Context: an optimization exercise on an open-source flow, tuned for small area, a short achievable clock period and few clock cycles. The choices shown serve that exercise and are no tape-out recipe. Function was checked by simulation only, so behaviour that the tests miss may differ from the original.

--- flow/flow/run.sh ---
#!/bin/bash
# The standard layout, except that the port buffers are buf_2 cells
# rather than the default pick (a slow clkdlybuf4s50_1).
set -euo pipefail
export BUFFER_PORTS_ARGS="-buffer_cell sky130_fd_sc_hd__buf_2"
bash standard.sh > standard.log 2>&1
--- flow/constraint.sdc ---
create_clock -name core_clock -period 70.0 [get_ports {clk}]
set_input_delay 14.0000 -clock core_clock [delete_from_list [all_inputs] [get_ports {clk}]]
set_output_delay 14.0000 -clock core_clock [all_outputs]
set_load 0.01 [all_outputs]
--- flow/standard.sh ---
#!/bin/bash
# synth_recipe.tcl (not shown) runs the flow's synth.tcl, then flattens the netlist and writes it again
# the make line also repeats each setting of config.mk as NAME=value (left out here)
make -C /OpenROAD-flow-scripts/flow DESIGN_CONFIG=/design/flow/config.mk WORK_HOME=/design/flow/orfs CLKGATE_MAP_FILE= SYNTH_SCRIPT=/design/flow/synth_recipe.tcl "${@:-finish}"
--- flow/config.mk ---
export PLATFORM = sky130hd
export DESIGN_NAME = ced_top
export DESIGN_NICKNAME = ced_top
export VERILOG_FILES = /design/flow/design.v
export SDC_FILE = /design/flow/constraint.sdc
export NUM_CORES = 4
export LEC_CHECK = 0
export CAP_MARGIN = 20
export CORE_MARGIN = 2
export CORE_UTILIZATION = 40
export CTS_CLUSTER_DIAMETER = 60
export CTS_CLUSTER_SIZE = 25
export PLACE_DENSITY = 0.6
export SLEW_MARGIN = 20
--- flow/design.v ---
`timescale 1ns/1ns
module gradient_result (
  input  logic signed [10:0] gx,
  input  logic signed [10:0] gy,
  output logic [10:0]        mag,
  output logic               a45,
  output logic               a90,
  output logic               a135
);
  logic [9:0] ax, ay;
  logic       sec0, sec90, same_sign;
  assign ax  = gx[10] ? 10'(-gx) : 10'(gx);
  assign ay  = gy[10] ? 10'(-gy) : 10'(gy);
  assign mag = {1'b0, ax} + {1'b0, ay};
  logic c1_1, c1_2, c1_3, c1_4, c1_5, c1_6, c1_7, c1_8, c1_9, c1_10, c1_11, c1_12, c1_13, c1_14, c1_15, c1_16, c1_17, c1_18, c1_19, c1_20, c1_21, c1_22, c1_23, c1_24, c1_25, c1_26, c1_27, c1_28, c1_29, c1_30, c1_31, c1_32, c1_33, c1_34, c1_35, c1_36, c1_37, c1_38, c1_39, c1_40, c1_41, c1_42, c1_43, c1_44, c1_45, c1_46, c1_47, c1_48, c1_49, c1_50, c1_51, c1_52, c1_53, c1_54, c1_55, c1_56, c1_57, c1_58, c1_59, c1_60, c1_61, c1_62, c1_63, c1_64, c1_65, c1_66, c1_67, c1_68, c1_69, c1_70, c1_71, c1_72, c1_73, c1_74, c2_1, c2_2, c2_3, c2_4, c2_5, c2_6, c2_7, c2_8, c2_9, c2_10, c2_11, c2_12, c2_13, c2_14, c2_15, c2_16, c2_17, c2_18, c2_19, c2_20, c2_21, c2_22, c2_23, c2_24, c2_25, c2_26, c2_27, c2_28, c2_29, c2_30, c2_31, c2_32, c2_33, c2_34, c2_35, c2_36, c2_37, c2_38, c2_39, c2_40, c2_41, c2_42, c2_43, c2_44, c2_45, c2_46, c2_47, c2_48, c2_49, c2_50, c2_51, c2_52, c2_53, c2_54, c2_55, c2_56, c2_57, c2_58, c2_59, c2_60, c2_61, c2_62, c2_63, c2_64, c2_65, c2_66, c2_67, c2_68, c2_69, c2_70, c2_71, c2_72, c2_73, c2_74, c2_75, c2_76, c2_77, c2_78, c2_79, c2_80, c2_81, c2_82, c2_83, c2_84, c2_85, c2_86, c2_87, c2_88;
  assign c1_1 = ~ay[0] ^ ax[7];
  assign c1_2 = ~ay[0] & ax[7];
  assign c1_3 = ~ay[1] ^ ax[8];
  assign c1_4 = ~ay[1] & ax[8];
  assign c1_5 = ~ay[2] ^ ay[0] ^ ax[9];
  assign c1_6 = (~ay[2] & ay[0]) | (~ay[2] & ax[9]) | (ay[0] & ax[9]);
  assign c1_7 = ~ay[3] ^ ay[1];
  assign c1_8 = ~ay[3] & ay[1];
  assign c1_9 = ~ay[4] ^ ay[2];
  assign c1_10 = ~ay[4] & ay[2];
  assign c1_11 = ~ay[5] ^ ay[3];
  assign c1_12 = ~ay[5] & ay[3];
  assign c1_13 = ~ay[6] ^ ay[4];
  assign c1_14 = ~ay[6] & ay[4];
  assign c1_15 = ~ay[7] ^ ay[5];
  assign c1_16 = ~ay[7] & ay[5];
  assign c1_17 = ~ay[8] ^ ay[6];
  assign c1_18 = ~ay[8] & ay[6];
  assign c1_19 = ~ay[9] ^ ay[7];
  assign c1_20 = ~ay[9] & ay[7];
  assign c1_21 = ~ay[8] ^ ax[5];
  assign c1_22 = ~ay[8] & ax[5];
  assign c1_23 = ~ay[9] ^ ax[6];
  assign c1_24 = ~ay[9] & ax[6];
  assign c1_25 = ~ax[2] ^ ~ax[0] ^ c1_1;
  assign c1_26 = (~ax[2] & ~ax[0]) | (~ax[2] & c1_1) | (~ax[0] & c1_1);
  assign c1_27 = ~ax[3] ^ ~ax[1] ^ c1_3;
  assign c1_28 = (~ax[3] & ~ax[1]) | (~ax[3] & c1_3) | (~ax[1] & c1_3);
  assign c1_29 = ~ax[4] ^ ~ax[2] ^ c1_5;
  assign c1_30 = (~ax[4] & ~ax[2]) | (~ax[4] & c1_5) | (~ax[2] & c1_5);
  assign c1_31 = ~ax[5] ^ ~ax[3] ^ c1_7;
  assign c1_32 = (~ax[5] & ~ax[3]) | (~ax[5] & c1_7) | (~ax[3] & c1_7);
  assign c1_33 = ~ax[6] ^ ~ax[4] ^ c1_9;
  assign c1_34 = (~ax[6] & ~ax[4]) | (~ax[6] & c1_9) | (~ax[4] & c1_9);
  assign c1_35 = ~ax[7] ^ ~ax[5] ^ c1_11;
  assign c1_36 = (~ax[7] & ~ax[5]) | (~ax[7] & c1_11) | (~ax[5] & c1_11);
  assign c1_37 = ~ax[8] ^ ~ax[6] ^ c1_13;
  assign c1_38 = (~ax[8] & ~ax[6]) | (~ax[8] & c1_13) | (~ax[6] & c1_13);
  assign c1_39 = ~ax[9] ^ ~ax[7] ^ c1_15;
  assign c1_40 = (~ax[9] & ~ax[7]) | (~ax[9] & c1_15) | (~ax[7] & c1_15);
  assign c1_41 = ~ax[8] ^ c1_17 ^ c1_16;
  assign c1_42 = (~ax[8] & c1_17) | (~ax[8] & c1_16) | (c1_17 & c1_16);
  assign c1_43 = ~ax[9] ^ c1_19 ^ c1_18;
  assign c1_44 = (~ax[9] & c1_19) | (~ax[9] & c1_18) | (c1_19 & c1_18);
  assign c1_45 = ay[8] ^ c1_20;
  assign c1_46 = ay[8] & c1_20;
  assign c1_47 = ~ax[0] ^ c1_21;
  assign c1_48 = ~ax[0] & c1_21;
  assign c1_49 = ~ax[1] ^ c1_23 ^ c1_22;
  assign c1_50 = (~ax[1] & c1_23) | (~ax[1] & c1_22) | (c1_23 & c1_22);
  assign c1_51 = c1_25 ^ c1_24 ^ 1'b1;
  assign c1_52 = (c1_25 & c1_24) | (c1_25 & 1'b1) | (c1_24 & 1'b1);
  assign c1_53 = c1_2 ^ c1_27 ^ c1_26;
  assign c1_54 = (c1_2 & c1_27) | (c1_2 & c1_26) | (c1_27 & c1_26);
  assign c1_55 = c1_4 ^ c1_29 ^ c1_28;
  assign c1_56 = (c1_4 & c1_29) | (c1_4 & c1_28) | (c1_29 & c1_28);
  assign c1_57 = c1_6 ^ c1_31 ^ c1_30;
  assign c1_58 = (c1_6 & c1_31) | (c1_6 & c1_30) | (c1_31 & c1_30);
  assign c1_59 = c1_8 ^ c1_33 ^ c1_32;
  assign c1_60 = (c1_8 & c1_33) | (c1_8 & c1_32) | (c1_33 & c1_32);
  assign c1_61 = c1_10 ^ c1_35 ^ c1_34;
  assign c1_62 = (c1_10 & c1_35) | (c1_10 & c1_34) | (c1_35 & c1_34);
  assign c1_63 = c1_12 ^ c1_37 ^ c1_36;
  assign c1_64 = (c1_12 & c1_37) | (c1_12 & c1_36) | (c1_37 & c1_36);
  assign c1_65 = c1_14 ^ c1_39 ^ c1_38;
  assign c1_66 = (c1_14 & c1_39) | (c1_14 & c1_38) | (c1_39 & c1_38);
  assign c1_67 = c1_41 ^ c1_40 ^ 1'b1;
  assign c1_68 = (c1_41 & c1_40) | (c1_41 & 1'b1) | (c1_40 & 1'b1);
  assign c1_69 = c1_43 ^ c1_42 ^ 1'b1;
  assign c1_70 = (c1_43 & c1_42) | (c1_43 & 1'b1) | (c1_42 & 1'b1);
  assign c1_71 = c1_45 ^ c1_44 ^ 1'b1;
  assign c1_72 = (c1_45 & c1_44) | (c1_45 & 1'b1) | (c1_44 & 1'b1);
  assign c1_73 = ay[9] ^ c1_46;
  assign c1_74 = ay[9] & c1_46;
  logic [22:0] c1_75;
  assign c1_75 = {1'b1, c1_73, c1_71, c1_69, c1_67, c1_65, c1_63, c1_61, c1_59, c1_57, c1_55, c1_53, c1_51, c1_49, 1'b1, ~ay[7], ~ay[6], ~ay[5], ~ay[4], ~ay[3], ~ay[2], ~ay[1], ~ay[0]} + {c1_74, c1_72, c1_70, c1_68, c1_66, c1_64, c1_62, c1_60, c1_58, c1_56, c1_54, c1_52, c1_50, c1_48, c1_47, ax[4], ax[3], ax[2], ax[1], ax[0], 1'b0, 1'b0, 1'b0};
  assign c2_1 = ay[8] ^ ay[5];
  assign c2_2 = ay[8] & ay[5];
  assign c2_3 = ay[9] ^ ay[6] ^ ~ay[1];
  assign c2_4 = (ay[9] & ay[6]) | (ay[9] & ~ay[1]) | (ay[6] & ~ay[1]);
  assign c2_5 = ax[7] ^ ~ax[1];
  assign c2_6 = ax[7] & ~ax[1];
  assign c2_7 = ay[7] ^ ~ay[2] ^ ax[8];
  assign c2_8 = (ay[7] & ~ay[2]) | (ay[7] & ax[8]) | (~ay[2] & ax[8]);
  assign c2_9 = ay[8] ^ ~ay[3] ^ ay[0];
  assign c2_10 = (ay[8] & ~ay[3]) | (ay[8] & ay[0]) | (~ay[3] & ay[0]);
  assign c2_11 = ay[9] ^ ~ay[4] ^ ay[1];
  assign c2_12 = (ay[9] & ~ay[4]) | (ay[9] & ay[1]) | (~ay[4] & ay[1]);
  assign c2_13 = ~ax[4] ^ ~ax[0];
  assign c2_14 = ~ax[4] & ~ax[0];
  assign c2_15 = ~ay[5] ^ ay[2] ^ ~ax[5];
  assign c2_16 = (~ay[5] & ay[2]) | (~ay[5] & ~ax[5]) | (ay[2] & ~ax[5]);
  assign c2_17 = ~ay[6] ^ ay[3];
  assign c2_18 = ~ay[6] & ay[3];
  assign c2_19 = ~ay[7] ^ ay[4];
  assign c2_20 = ~ay[7] & ay[4];
  assign c2_21 = ~ay[8] ^ ay[5];
  assign c2_22 = ~ay[8] & ay[5];
  assign c2_23 = ~ay[9] ^ ay[6];
  assign c2_24 = ~ay[9] & ay[6];
  assign c2_25 = ~ay[0] ^ ax[6];
  assign c2_26 = ~ay[0] & ax[6];
  assign c2_27 = c2_3 ^ c2_5 ^ c2_2;
  assign c2_28 = (c2_3 & c2_5) | (c2_3 & c2_2) | (c2_5 & c2_2);
  assign c2_29 = ~ax[2] ^ c2_7 ^ c2_4;
  assign c2_30 = (~ax[2] & c2_7) | (~ax[2] & c2_4) | (c2_7 & c2_4);
  assign c2_31 = ax[9] ^ ~ax[3] ^ c2_9;
  assign c2_32 = (ax[9] & ~ax[3]) | (ax[9] & c2_9) | (~ax[3] & c2_9);
  assign c2_33 = c2_11 ^ c2_13 ^ c2_10;
  assign c2_34 = (c2_11 & c2_13) | (c2_11 & c2_10) | (c2_13 & c2_10);
  assign c2_35 = ~ax[1] ^ c2_15 ^ c2_12;
  assign c2_36 = (~ax[1] & c2_15) | (~ax[1] & c2_12) | (c2_15 & c2_12);
  assign c2_37 = ~ax[6] ^ ~ax[2] ^ c2_17;
  assign c2_38 = (~ax[6] & ~ax[2]) | (~ax[6] & c2_17) | (~ax[2] & c2_17);
  assign c2_39 = ~ax[7] ^ ~ax[3] ^ c2_19;
  assign c2_40 = (~ax[7] & ~ax[3]) | (~ax[7] & c2_19) | (~ax[3] & c2_19);
  assign c2_41 = ~ax[8] ^ ~ax[4] ^ c2_21;
  assign c2_42 = (~ax[8] & ~ax[4]) | (~ax[8] & c2_21) | (~ax[4] & c2_21);
  assign c2_43 = ~ax[9] ^ ~ax[5] ^ c2_23;
  assign c2_44 = (~ax[9] & ~ax[5]) | (~ax[9] & c2_23) | (~ax[5] & c2_23);
  assign c2_45 = ay[7] ^ ~ax[6];
  assign c2_46 = ay[7] & ~ax[6];
  assign c2_47 = ay[8] ^ ~ax[7];
  assign c2_48 = ay[8] & ~ax[7];
  assign c2_49 = ay[9] ^ ~ax[8];
  assign c2_50 = ay[9] & ~ax[8];
  assign c2_51 = ay[3] ^ ay[0];
  assign c2_52 = ay[3] & ay[0];
  assign c2_53 = ay[4] ^ ay[1] ^ ax[2];
  assign c2_54 = (ay[4] & ay[1]) | (ay[4] & ax[2]) | (ay[1] & ax[2]);
  assign c2_55 = ay[5] ^ ay[2] ^ ax[3];
  assign c2_56 = (ay[5] & ay[2]) | (ay[5] & ax[3]) | (ay[2] & ax[3]);
  assign c2_57 = ay[6] ^ ay[3] ^ ax[4];
  assign c2_58 = (ay[6] & ay[3]) | (ay[6] & ax[4]) | (ay[3] & ax[4]);
  assign c2_59 = ay[7] ^ ay[4] ^ ax[5];
  assign c2_60 = (ay[7] & ay[4]) | (ay[7] & ax[5]) | (ay[4] & ax[5]);
  assign c2_61 = ~ax[0] ^ c2_1 ^ c2_25;
  assign c2_62 = (~ax[0] & c2_1) | (~ax[0] & c2_25) | (c2_1 & c2_25);
  assign c2_63 = c2_27 ^ c2_26 ^ 1'b1;
  assign c2_64 = (c2_27 & c2_26) | (c2_27 & 1'b1) | (c2_26 & 1'b1);
  assign c2_65 = c2_6 ^ c2_29 ^ c2_28;
  assign c2_66 = (c2_6 & c2_29) | (c2_6 & c2_28) | (c2_29 & c2_28);
  assign c2_67 = c2_8 ^ c2_31 ^ c2_30;
  assign c2_68 = (c2_8 & c2_31) | (c2_8 & c2_30) | (c2_31 & c2_30);
  assign c2_69 = c2_33 ^ c2_32 ^ 1'b1;
  assign c2_70 = (c2_33 & c2_32) | (c2_33 & 1'b1) | (c2_32 & 1'b1);
  assign c2_71 = c2_14 ^ c2_35 ^ c2_34;
  assign c2_72 = (c2_14 & c2_35) | (c2_14 & c2_34) | (c2_35 & c2_34);
  assign c2_73 = c2_16 ^ c2_37 ^ c2_36;
  assign c2_74 = (c2_16 & c2_37) | (c2_16 & c2_36) | (c2_37 & c2_36);
  assign c2_75 = c2_18 ^ c2_39 ^ c2_38;
  assign c2_76 = (c2_18 & c2_39) | (c2_18 & c2_38) | (c2_39 & c2_38);
  assign c2_77 = c2_20 ^ c2_41 ^ c2_40;
  assign c2_78 = (c2_20 & c2_41) | (c2_20 & c2_40) | (c2_41 & c2_40);
  assign c2_79 = c2_22 ^ c2_43 ^ c2_42;
  assign c2_80 = (c2_22 & c2_43) | (c2_22 & c2_42) | (c2_43 & c2_42);
  assign c2_81 = c2_24 ^ c2_45 ^ c2_44;
  assign c2_82 = (c2_24 & c2_45) | (c2_24 & c2_44) | (c2_45 & c2_44);
  assign c2_83 = c2_47 ^ c2_46 ^ 1'b1;
  assign c2_84 = (c2_47 & c2_46) | (c2_47 & 1'b1) | (c2_46 & 1'b1);
  assign c2_85 = c2_49 ^ c2_48 ^ 1'b1;
  assign c2_86 = (c2_49 & c2_48) | (c2_49 & 1'b1) | (c2_48 & 1'b1);
  assign c2_87 = ~ax[9] ^ c2_50 ^ 1'b1;
  assign c2_88 = (~ax[9] & c2_50) | (~ax[9] & 1'b1) | (c2_50 & 1'b1);
  logic [23:0] c2_89;
  assign c2_89 = {1'b1, c2_88, c2_87, c2_85, c2_83, c2_81, c2_79, c2_77, c2_75, c2_73, c2_71, c2_69, c2_67, c2_65, c2_63, c2_61, c2_59, c2_57, c2_55, c2_53, ax[1], ay[2], ay[1], ay[0]} + {1'b0, 1'b0, c2_86, c2_84, c2_82, c2_80, c2_78, c2_76, c2_74, c2_72, c2_70, c2_68, c2_66, c2_64, c2_62, c2_60, c2_58, c2_56, c2_54, c2_52, c2_51, ax[0], 1'b0, 1'b0};
  assign sec0      = c1_75[22];
  assign sec90     = !c2_89[23];
  assign same_sign = (gx[10] == gy[10]);
  assign a45  = !sec0 && !sec90 && same_sign;
  assign a135 = !sec0 && !sec90 && !same_sign;
  assign a90  = !sec0 && sec90;
endmodule
`timescale 1ns/1ns
module ced_top
#(
  parameter int IMG_SIZE = 128
) (
  input  logic        clk,
  input  logic        rst,
  input  logic        enable,
  output logic        ird,
  output logic [13:0] iaddr,
  input  logic [7:0]  idata,
  output logic        grad_wr,
  output logic [39:0] grad_out,
  output logic        done
);
  localparam int K    = 8;             
  localparam int KO   = K - 2;         
  localparam int OUTS = IMG_SIZE - 2;  
  localparam int DL   = 2 * K + 1;     
  localparam logic [13:0] OADDR_INIT = 14'(-(2 * OUTS + 1));
  logic        started;   
  logic        run;       
  logic [2:0]  jr;        
  logic [6:0]  rowr;      
  logic [6:0]  colr;      
  logic        v1, v2;    
  logic [13:0] oaddr;     
  logic last_j, last_read;
  assign last_j    = (jr == 3'(K - 1));
  assign last_read = last_j && (colr == 7'd127) && (rowr == 7'd127);
  assign ird   = run;
  assign iaddr = {rowr, colr};
  always_ff @(posedge clk or posedge rst) begin
    if (rst) begin
      started <= 1'b0;
      run     <= 1'b0;
      v1      <= 1'b0;
      v2      <= 1'b0;
      grad_wr <= 1'b0;
      done    <= 1'b0;
    end else begin
      if (enable && !started) begin
        started <= 1'b1;
        run     <= 1'b1;
      end else if (last_read) begin
        run     <= 1'b0;
      end
      v1      <= run && (jr >= 3'd2) && (colr >= 7'd2);
      v2      <= v1;
      grad_wr <= v2;
      if (started && !run && !v1 && !v2) done <= 1'b1;
    end
  end
  always_ff @(posedge clk) begin
    if (!started) begin
      jr   <= '0;
      rowr <= '0;
      colr <= '0;
    end else begin
      jr <= jr + 3'd1;
      if (last_j) begin
        colr <= colr + 7'd1;
        if (colr == 7'd127) rowr <= rowr - 7'd1;
        else                rowr <= rowr - 7'(K - 1);
      end else begin
        rowr <= rowr + 7'd1;
      end
    end
  end
  always_ff @(posedge clk) begin
    if (!started) begin
      oaddr <= OADDR_INIT;
    end else if (jr == 3'd2) begin
      if (colr == 7'd0) oaddr <= oaddr - 14'(OUTS + 127);
      else              oaddr <= oaddr - 14'((K - 1) * OUTS - 1);
    end else begin
      oaddr <= oaddr + 14'(OUTS);
    end
  end
  logic [7:0] px [DL];
  always_ff @(posedge clk) begin
    px[0] <= idata;
    for (int i = 1; i < DL; i++) px[i] <= px[i-1];
  end
  logic signed [8:0]  d;
  logic signed [8:0]  s2;
  logic signed [10:0] s1;
  logic signed [10:0] gx;
  logic [9:0]         h, h1, h2;
  logic signed [10:0] gy;
  assign d  = {1'b0, px[0]} - {1'b0, px[2*K]};
  assign gx = {{2{d[8]}}, d} + s1;
  assign h  = {2'b0, px[0]} + {2'b0, px[2*K]} + {1'b0, px[K], 1'b0};
  assign gy = {1'b0, h} - {1'b0, h2};
  always_ff @(posedge clk) begin
    s2 <= d;
    s1 <= {d[8], d, 1'b0} + {{2{s2[8]}}, s2};
    h1 <= h;
    h2 <= h1;
  end
  logic [10:0] mag;
  logic        a45, a90, a135;
  gradient_result u_gradient_result (
    .gx   (gx),
    .gy   (gy),
    .mag  (mag),
    .a45  (a45),
    .a90  (a90),
    .a135 (a135)
  );
  logic [10:0] mag_q;
  logic        a45_q, a90_q, a135_q;
  always_ff @(posedge clk) begin
    mag_q  <= mag;
    a45_q  <= a45;
    a135_q <= a135;
    a90_q  <= a90;
  end
  logic [7:0] ang;
  assign ang = {a135_q, a90_q, a45_q, a90_q, a45_q | a90_q,
                a45_q | a135_q, a90_q | a135_q, a45_q | a135_q};
  assign grad_out = {2'b0, mag_q, 5'b0, ang, oaddr};
endmodule
==> results of run 1 <==
==> logic make-up after synthesis <==
family / share of synthesized area
other: 0.000335
muxes: 0.00179
xor gates and xnor gates: 0.0703
buffers and inverters: 0.0640
AOI/OAI and AO/OA: 0.0945
DFF: 0.405
adders and majority gates: 0.271
and+or+nand+nor: 0.0930
==> synth_stat cells (9+ instances only) <==
| library cell | count |
|---|---|
| dfxtp_1 | 219 |
| inv_1 | 156 |
| ha_1 | 150 |
| fa_1 | 58 |
| xnor2_1 | 54 |
| nor2_1 | 51 |
| a21oi_1 | 46 |
| xor2_1 | 34 |
| o21ai_0 | 32 |
| a21o_1 | 24 |
| nand2_1 | 24 |
| and2_1 | 15 |
| nor2b_1 | 15 |
| nand2b_1 | 14 |
| buf_4 | 12 |
| nand4_1 | 12 |
| nand3_1 | 10 |
| o21bai_1 | 10 |
| nor3_1 | 9 |
==> registers in the layout, summed over array words and instances, names as in the netlist, 3 cells and up <==
register  cells
colr          7
px          136
oaddr        14
jr            3
s2            8
h1           10
s1           10
rowr          7
h2           10
mag_q        11
==> final timing paths <==
check | startpoint | endpoint | slack (ps) | cells past startpoint
setup / recovery | a45_q | grad_out[14] | 54750 | 2
hold / removal | h1[0] | h2[0] | 310 | 0
setup reg to reg | px[0][1] | a45_q | 61740 | 33
hold reg to reg | h1[0] | h2[0] | 310 | 0
max in group asynchronous | rst | done | 56450 | 2
min in group asynchronous | rst | started | 13370 | 2
==> cell type report <==
cell class	instances	area, µm²	area share
inverters	157	592	0.0467
multi-input cells	659	5970	0.471
well taps	378	473	0.0373
clock inverters	12	176	0.0139
repair buffers	72	390	0.0308
flip-flops and latches	225	4530	0.358
clock buffers	23	532	0.0420
==> stage by stage <==
step	hold WS (ps)	instance area, µm²
detailed placement	312	12000
floorplan	310	11200
CTS	302	12700
finish	310	12700
global route	315	12700
global placement	310	12000
==> layer usage <==
layer  track usage  vias to the layer above  wire length [µm]
li1              -                     3619                 -
met1         0.185                     3333              9550
met2         0.242                       79              9270
met3        0.0219                       29               609
met4        0.0424                        0               524
met5             0                        -                 0
==> flow_summary.json, run 1 <==
{
  "drt_iter0_drc": 207,
  "yosys.area.top_type": "dfxtp_1",
  "drt_wl_total_mm": 20.0,
  "grt_pass1_vias": 7048,
  "final_cell_mix": "dfxtp_1, inv_1, ha_1",
  "drt-vias-per-instance": 4.63,
  "worst_hold_path_type": "flip-flop to flip-flop",
  "drt_first_pass_iters": 4,
  "dpl.hpwl_mm": 15.4,
  "drc_errors": 0,
  "drive_gt1_frac": 0.109,
  "cts_tree": "built",
  "pre_cts_ws_ps": 55260,
  "critPathMaxStageDelay_ps": 310,
  "post_cts_resized": 0,
  "fin_nets": 1354,
  "die_w_um": 171,
  "setup_violations": 0,
  "ys_async_sr_fraction": 0.0267,
  "gr-total-overflow": 0,
  "fill_cells": 2609,
  "rsz0062_at_grt": "false",
  "dpl.cell_count": 1491,
  "synthTopCellsByArea": "dfxtp_1, ha_1, fa_1",
  "drtAntennaViolNets": 0,
  "yosysWarnings": 2,
  "portBuffers": 60,
  "fin_setup_tns_ps": 0,
  "layout_commonest_cell": "dfxtp_1",
  "io_pins": 68,
  "die_h_um": 171,
  "clock.fmax_mhz": 65.6,
  "grt_max_degree": 35,
  "num_antenna_cells": 0,
  "critPathBufInv": 1,
  "cts_root_buf": "clkbuf_16",
  "ys_types": 61,
  "synth_seq_area_share": 0.405,
  "skew_ps": 49.0,
  "synth_top_cell_area_share": 0.391,
  "cp_max_fo": 3,
  "placementRows": 61,
  "critPathArrivalTime_ps": 1250,
  "initial_utilization": 0.404,
  "cts_buffers": 20,
  "netlist_area_um2": 11200,
  "clock_latency_ps": 540,
  "fin_ws_ps": 54750,
  "h-tree-depth": 1,
  "numClockSinks": 225,
  "synth_edf_count": 0,
  "finish.utilization": 0.457,
  "synth_cells": 1056,
  "ctsLongestPathBuffers": 3,
  "antenna_found_initial": 0,
  "grt_first_pass_wirelength_mm": 33.7,
  "slew_headroom": 0.308,
  "worstMarginPinSlew_ps": 1030,
  "ctsHoldBuffers": 0,
  "wl_per_cell_um": 13.1,
  "cp.required_ps": 56000,
  "crit_path_start_kind": "flip-flop",
  "via_count": 7060,
  "routabilityCongestion": 0.807,
  "crit_family": "flip-flops",
  "clk_pin_slew_worst_paths_ps": 80,
  "period_share": 0.218,
  "end_kind": "output port",
  "syn_avg_cell_area_um2": 10.6,
  "die_area_um2": 29400,
  "fin_crit_ps": 15250,
  "post-cts-setup-buffers": 0,
  "crit_chain": "or2_2, buf_2",
  "synthFlopType": "dfxtp_1",
  "path_class": "flip-flop to output port",
  "finalMaxSlewViolations": 0,
  "layout-area-overhead-vs-synth_pct": 13.1,
  "status": "finished clean",
  "fin_cells": 1526,
  "synth_seq_cells": 225,
  "finalHoldViolCount": 0,
  "gr-usage-all-layers": 0.142,
  "core_area_um2": 27700,
  "crit_path_top_delay_cell": "dfxtp_1",
  "cap_violations": 0
}
Testbench counts, summed over its fixed seeds: cycles 172,072.
==> inputs of run 2 (changes only) <==
--- a/flow/design.v
+++ b/flow/design.v
@@ -201,20 +201,21 @@
   output logic [39:0] grad_out,
   output logic        done
 );
-  localparam int K    = 8;             
+  localparam int K    = 9;             
+  localparam int JW   = $clog2(K);     
   localparam int KO   = K - 2;         
   localparam int OUTS = IMG_SIZE - 2;  
   localparam int DL   = 2 * K + 1;     
   localparam logic [13:0] OADDR_INIT = 14'(-(2 * OUTS + 1));
   logic        started;   
   logic        run;       
-  logic [2:0]  jr;        
+  logic [JW-1:0] jr;      
   logic [6:0]  rowr;      
   logic [6:0]  colr;      
   logic        v1, v2;    
   logic [13:0] oaddr;     
   logic last_j, last_read;
-  assign last_j    = (jr == 3'(K - 1));
+  assign last_j    = (jr == JW'(K - 1));
   assign last_read = last_j && (colr == 7'd127) && (rowr == 7'd127);
   assign ird   = run;
   assign iaddr = {rowr, colr};
@@ -233,7 +234,7 @@
       end else if (last_read) begin
         run     <= 1'b0;
       end
-      v1      <= run && (jr >= 3'd2) && (colr >= 7'd2);
+      v1      <= run && (jr >= JW'(2)) && (colr >= 7'd2);
       v2      <= v1;
       grad_wr <= v2;
       if (started && !run && !v1 && !v2) done <= 1'b1;
@@ -245,12 +246,13 @@
       rowr <= '0;
       colr <= '0;
     end else begin
-      jr <= jr + 3'd1;
       if (last_j) begin
+        jr   <= '0;
         colr <= colr + 7'd1;
         if (colr == 7'd127) rowr <= rowr - 7'd1;
         else                rowr <= rowr - 7'(K - 1);
       end else begin
+        jr   <= jr + JW'(1);
         rowr <= rowr + 7'd1;
       end
     end
@@ -258,7 +260,7 @@
   always_ff @(posedge clk) begin
     if (!started) begin
       oaddr <= OADDR_INIT;
-    end else if (jr == 3'd2) begin
+    end else if (jr == JW'(2)) begin
       if (colr == 7'd0) oaddr <= oaddr - 14'(OUTS + 127);
       else              oaddr <= oaddr - 14'((K - 1) * OUTS - 1);
     end else begin
==> flow_summary.json, run 2 <==
{
  "post-cts-setup-buffers": 0,
  "dpl.hpwl_mm": 16.2,
  "place_area_um2": 12600,
  "rr_startpoint": "px[0][1]",
  "timing.rr.end": "a45_q",
  "largest_reg_flops": 152,
  "hold_end": "px[14][7]",
  "portBuffers": 60,
  "r2r_slack_ps": 61810,
  "final_cell_mix": "dfxtp_1, inv_1, ha_1",
  "cts_buffers": 24,
  "cts_root_buf": "clkbuf_16",
  "largest-register": "px",
  "synth_cells": 1125,
  "cp_max_fo": 4,
  "ctsHoldBuffers": 0,
  "layout_commonest_cell": "dfxtp_1",
  "synth_common_cells": "dfxtp_1, inv_1, ha_1",
  "status": "finished clean",
  "fin_nets": 1419,
  "synth_top_cell_area_share": 0.397,
  "crit_path_start_kind": "flip-flop",
  "cp.required_ps": 56000,
  "fill_cells": 2801,
  "num_antenna_cells": 0,
  "netlist_area_um2": 11900,
  "gr-usage-all-layers": 0.139,
  "path_class": "flip-flop to output port",
  "drt_iter0_drc": 319,
  "pre_cts_ws_ps": 55260,
  "drt-vias-per-instance": 4.70,
  "crit_chain": "or2_2, buf_2",
  "period_share": 0.218,
  "drive_gt1_frac": 0.111,
  "h-tree-depth": 1,
  "drtAntennaViolNets": 0,
  "hold_start": "px[13][7]",
  "fin_ws_ps": 54730,
  "die_h_um": 176,
  "drt_wl_total_mm": 21.2,
  "synth_seq_cells": 242,
  "timing.hold.ws_ps": 311,
  "placementRows": 63,
  "synth_seq_area_share": 0.410,
  "numClockSinks": 242,
  "drt_first_pass_iters": 5,
  "end_kind": "output port",
  "setup_violations": 0,
  "fin_crit_ps": 15270,
  "critPathArrivalTime_ps": 1270,
  "clock.fmax_mhz": 65.5,
  "critPathBufInv": 1,
  "ys_types": 79,
  "via_count": 7557,
  "layout-area-overhead-vs-synth_pct": 14.2,
  "crit_family": "flip-flops",
  "grt_max_degree": 35,
  "io_pins": 68,
  "synthFlopType": "dfxtp_1",
  "fin_cells": 1608,
  "ff2ff_path_depth": 33,
  "post_cts_resized": 0,
  "reg.largest.list": "px (152), oaddr (14), mag_q (11)",
  "worstHoldPathCells": 0,
  "yosys.area.top_type": "dfxtp_1",
  "final_area_um2": 13600,
  "grt_first_pass_wirelength_mm": 35.6,
  "yosysWarnings": 2,
  "die_w_um": 176,
  "crit_path_top_delay_cell": "dfxtp_1",
  "cap_violations": 0,
  "gr-total-overflow": 0,
  "critPathMaxStageDelay_ps": 330,
  "worst_hold_path_type": "flip-flop to flip-flop",
  "clk_pin_slew_worst_paths_ps": 90,
  "routabilityCongestion": 0.858,
  "ys_async_sr_fraction": 0.0248,
  "initial_utilization": 0.404,
  "fin_setup_tns_ps": 0,
  "synthTopCellsByArea": "dfxtp_1, ha_1, fa_1",
  "rsz0062_at_grt": "false",
  "wl_per_cell_um": 13.2,
  "finalHoldViolCount": 0,
  "die_area_um2": 31100,
  "finalMaxSlewViolations": 0,
  "antenna_found_initial": 0,
  "clock_latency_ps": 540,
  "synth_edf_count": 0,
  "worstMarginPinSlew_ps": 1090,
  "syn_avg_cell_area_um2": 10.6,
  "slew_headroom": 0.271,
  "grt_pass1_vias": 7400,
  "skew_ps": 27.3,
  "drc_errors": 0,
  "synth.most_common_cell": "dfxtp_1",
  "dpl.cell_count": 1566,
  "core_area_um2": 29500,
  "ctsLongestPathBuffers": 3,
  "cts_tree": "built"
}
[run 2: cell type report]
class | count | area (µm²) | share of cell area
Clock buffer | 24 | 601 | 0.0442
Clock inverter | 18 | 362 | 0.0266
Inverter | 164 | 616 | 0.0453
Multi-Input combinational cell | 703 | 6290 | 0.463
Sequential cell | 242 | 4870 | 0.359
Tap cell | 390 | 488 | 0.0359
Timing Repair Buffer | 67 | 353 | 0.0260
[run 2: cells by family after synthesis]
family	Yosys count	synth area share
flip-flops	242	0.410
AND/OR/NAND/NOR	220	0.100
adder cells (fa/ha/maj)	206	0.253
buffers and inverters	186	0.0633
AO/OA/AOI/OAI	177	0.101
XOR/XNOR	91	0.0698
multiplexers	2	0.00168
other	1	0.000315
[run 2: metrics by stage]
stage	utilization
finish	0.461
floorplan	-
CTS	0.461
global route	0.461
detailed placement	0.428
global placement	0.428
[run 2: worst max path at each step]
stage | to | depth (start not counted) | start
floorplan | grad_out[16] | 2 | a45_q
global placement | grad_out[14] | 2 | a45_q
detailed placement | grad_out[17] | 2 | a90_q
CTS | grad_out[17] | 2 | a90_q
global route | grad_out[16] | 2 | a45_q
finish | grad_out[17] | 2 | a90_q
[run 2: metal layers]
layer | GRT usage | vias up | share of wire
li1 | - | 3889 | -
met1 | 0.193 | 3548 | 0.49
met2 | 0.229 | 95 | 0.46
met3 | 0.0213 | 25 | 0.031
met4 | 0.0351 | 0 | 0.018
met5 | 0 | - | 0
Testbench counts of run 2, summed over its fixed seeds: cycles 165,928.

-- re-timing with driven ports --
Ports are ideal in the flow. The routed layouts listed here were re-timed in OpenROAD. Step 1 assumes that a clkbuf_16 drives the clock port and a buf_2 every other input. Step 2, shift: input delay + t, output delay - t, t = (earliest + latest rising clock arrival at the registers) / 2. This alone moves slack from input paths to output paths. Three values: no drivers, after step 1, after step 2; two values: the first two.
| run | t (ns) | setup WS [ns] | worst register clock-pin slew, ns |
|---|---|---|---|
| run 1 | 0.564 | 54.753 / 54.702 / 55.266 | 0.09 / 0.09 |
| run 2 | 0.572 | 54.730 / 54.681 / 55.252 | 0.09 / 0.09 |
After both steps every run listed still meets setup and hold.
